From an optimization exercise on the open Yosys and OpenROAD flow, aimed at small area; shortcuts taken in it are not production practice.
Only simulation tests tie the RTL to the original design; equivalence was not proved.
The clock port is modelled as an ideal driver; clocking choices that lean on that would not hold on a real chip.
Power is estimated from default activity; no workload was simulated.

Setup of job 5350:
==> flow/design.v (excerpt) <==
module invaders_top #(
  parameter int MOVE_DIV   = 64,
  parameter int BULLET_DIV = 4,
  parameter int MARCH_DIV  = 256
) (
  input  logic              clk,
  input  logic              rst_n,
  input  logic              i_right,
  input  logic              i_left,
  input  logic              i_fire,
  input  logic              i_restart,
  output logic              o_hsync,
  output logic              o_vsync,
  output logic              o_red,
  output logic              o_green,
  output logic              o_blue,
  output space_pkg::score_t o_score,
  output logic              o_won
);
Settings: LEC_CHECK=0, ABC_AREA=1, CAP_MARGIN=20, CORE_MARGIN=2, CORE_UTILIZATION=40, CTS_BUF_LIST=sky130_fd_sc_hd__clkbuf_8, CTS_CLUSTER_DIAMETER=150, CTS_CLUSTER_SIZE=40, SLEW_MARGIN=20; clock period 20.0 ns.
standard.sh (not shown) runs the stock make flow with config.mk's settings and CLKGATE_MAP_FILE= SYNTH_SCRIPT=/design/flow/synth_recipe.tcl, a recipe that flattens the netlist after the stock synthesis.
==> flow/flow/run.sh <==
#!/bin/bash
# Own layout flow: the standard flow, with three changes.
#  1. Synthesis runs the standard synthesis script unchanged, except that
#     the final ABC mapping uses an area-oriented script (abc_area.script in
#     this folder: three rounds of choice computation and area-recovery
#     mapping), and adders are left to ABC instead of being extracted into
#     full/half-adder cells first (ADDER_MAP_FILE empty).
#     Registers are mapped before ABC, so they are the standard synthesis's.
#  2. Ports are buffered with sky130_fd_sc_hd__buf_1 instead of the default
#     buffer cell.
#  3. The clock's registers are split into six groups by position, each
#     driven by one sky130_fd_sc_hd__buf_12 (manual_cts.tcl, run as the
#     hook before CTS); CTS then builds the tree from the clock port to those
#     buffers from sky130_fd_sc_hd__clkbuf_4, without dummy loads.
# Every tool's output goes to a log file in the work folder.
set -euo pipefail
W=$PWD
rm -rf "$W/scripts_abc"
cp -r "$FLOW_HOME/scripts" "$W/scripts_abc"
cp "$W/flow/abc_area.script" "$W/scripts_abc/abc_area.script"
bash standard.sh "SCRIPTS_DIR=$W/scripts_abc" "ADDER_MAP_FILE=" synth > "$W/flow_synth.log" 2>&1
bash standard.sh "BUFFER_PORTS_ARGS=-buffer_cell sky130_fd_sc_hd__buf_1" \
  "PRE_CTS_TCL=$W/flow/manual_cts.tcl" \
  "CTS_ARGS=-sink_clustering_enable -repair_clock_nets -clk_nets clk -buf_list sky130_fd_sc_hd__clkbuf_4 -dont_use_dummy_load" \
  finish > "$W/flow_layout.log" 2>&1
test -s "$W/out/final.def"
Other scripts of this flow, unchanged in this note and not shown: flow/flow/abc_area.script, flow/flow/manual_cts.tcl
Job 5350 went all the way through the flow, and no timing, DRC or antenna check failed.
## Diff of input files: job 1851 against job 5350
diff --git a/flow/design.v b/flow/design.v
--- a/flow/design.v
+++ b/flow/design.v
@@ -658,29 +658,24 @@
       3'd2:    row = 3'd2;
       3'd3:    row = 3'd3;
       default: row = 3'd4;
     endcase
   end
   assign cls    = (row == 3'd0) ? 2'd0 : (row <= 3'd2) ? 2'd1 : 2'd2;
   assign ad     = sub5(i_hp, i_mp, 1'b0);
   assign col    = sub5(i_hc, {2'b0, i_mc}, ad[5]);
   assign col_ok = !col[5] && (col[4:0] <= 5'd10) && (ad[5] ? (ad[4:0] < 5'd26) : (ad[4:0] < 5'd24));
   assign sx     = ad[5] ? dec4(ad[4:1]) : ad[4:1];
   always_comb begin
-    case (row)
-      3'd0:    row_dead = i_dead[10:0];
-      3'd1:    row_dead = i_dead[21:11];
-      3'd2:    row_dead = i_dead[32:22];
-      3'd3:    row_dead = i_dead[43:33];
-      default: row_dead = i_dead[54:44];
-    endcase
+    row_dead = '0;
+    for (int r = 0; r < 5; r++) row_dead |= i_dead[r*11 +: 11] & {11{row == 3'(r)}};
   end
   assign sprite_word = sprite_row(cls, i_vy[4:1]);
   assign alien_pix   = row_ok && col_ok && !row_dead[col[3:0]] && sprite_word[sx];
   always_comb begin
     case (cls)
       2'd0:    alien_rgb = {3{alien_pix}} & space_pkg::ROW_COLOR[2:0];
       2'd1:    alien_rgb = {3{alien_pix}} & space_pkg::ROW_COLOR[5:3];
       default: alien_rgb = {3{alien_pix}} & space_pkg::ROW_COLOR[8:6];
     endcase
   end
   logic [5:0] sd, sdc;
## What came out
Where via count is concerned, job 5350 is better than job 1851. Relative to job 5350, the routed wire length of job 1851 is higher by 290 um. Comparing job 1851 with job 5350, the met2 layer usage reported by global route came out essentially unchanged. Final worst-path cycle share for job 1851: 0.25 points up relative to job 5350. Changes observed in job 1851 relative to job 5350: power density relative to cell area moved up; switching power total level; minimum clock period after layout moved up; worst path setup slack after routing moved down. Job 1851 does better than job 5350 on design area. On job 1851: maximum fanout along the worst path is 2 higher than what job 5350 gave. Job 1851 vs job 5350: met1 track demand over resource up in job 1851. Measured against each other, job 5350 and job 1851 differ in worst setup skew after layout, the lower figure coming from job 5350.

-- afterwards: timing with drivers on the ports --
How much do the figures lean on ideal ports? The routed layouts below were timed once more, with nothing changed but the port constraints.
Step 1 sets driving cells, clkbuf_16 on the clock port and buf_2 on the other inputs (assumed; they add their load-dependent delay and slew).
Step 2, shift: input delay + t, output delay - t, t = (earliest + latest rising clock arrival at the registers) / 2. This alone moves slack from input paths to output paths.
Slacks: no drivers / after step 1 / after step 2; pairs: no drivers / after step 1.
| run | shift t [ns] | slack for setup (ns) | clock arrival spread, ns | pins driven straight from the clock port |
|---|---|---|---|---|
| job 5350 | 0.584 | 12.996 / 12.996 / 12.996 | 0.020 / 0.020 | 1 |
| job 1851 | 0.585 | 12.946 / 12.946 / 12.946 | 0.025 / 0.025 | 1 |
After both steps setup and hold are still met in every run listed.
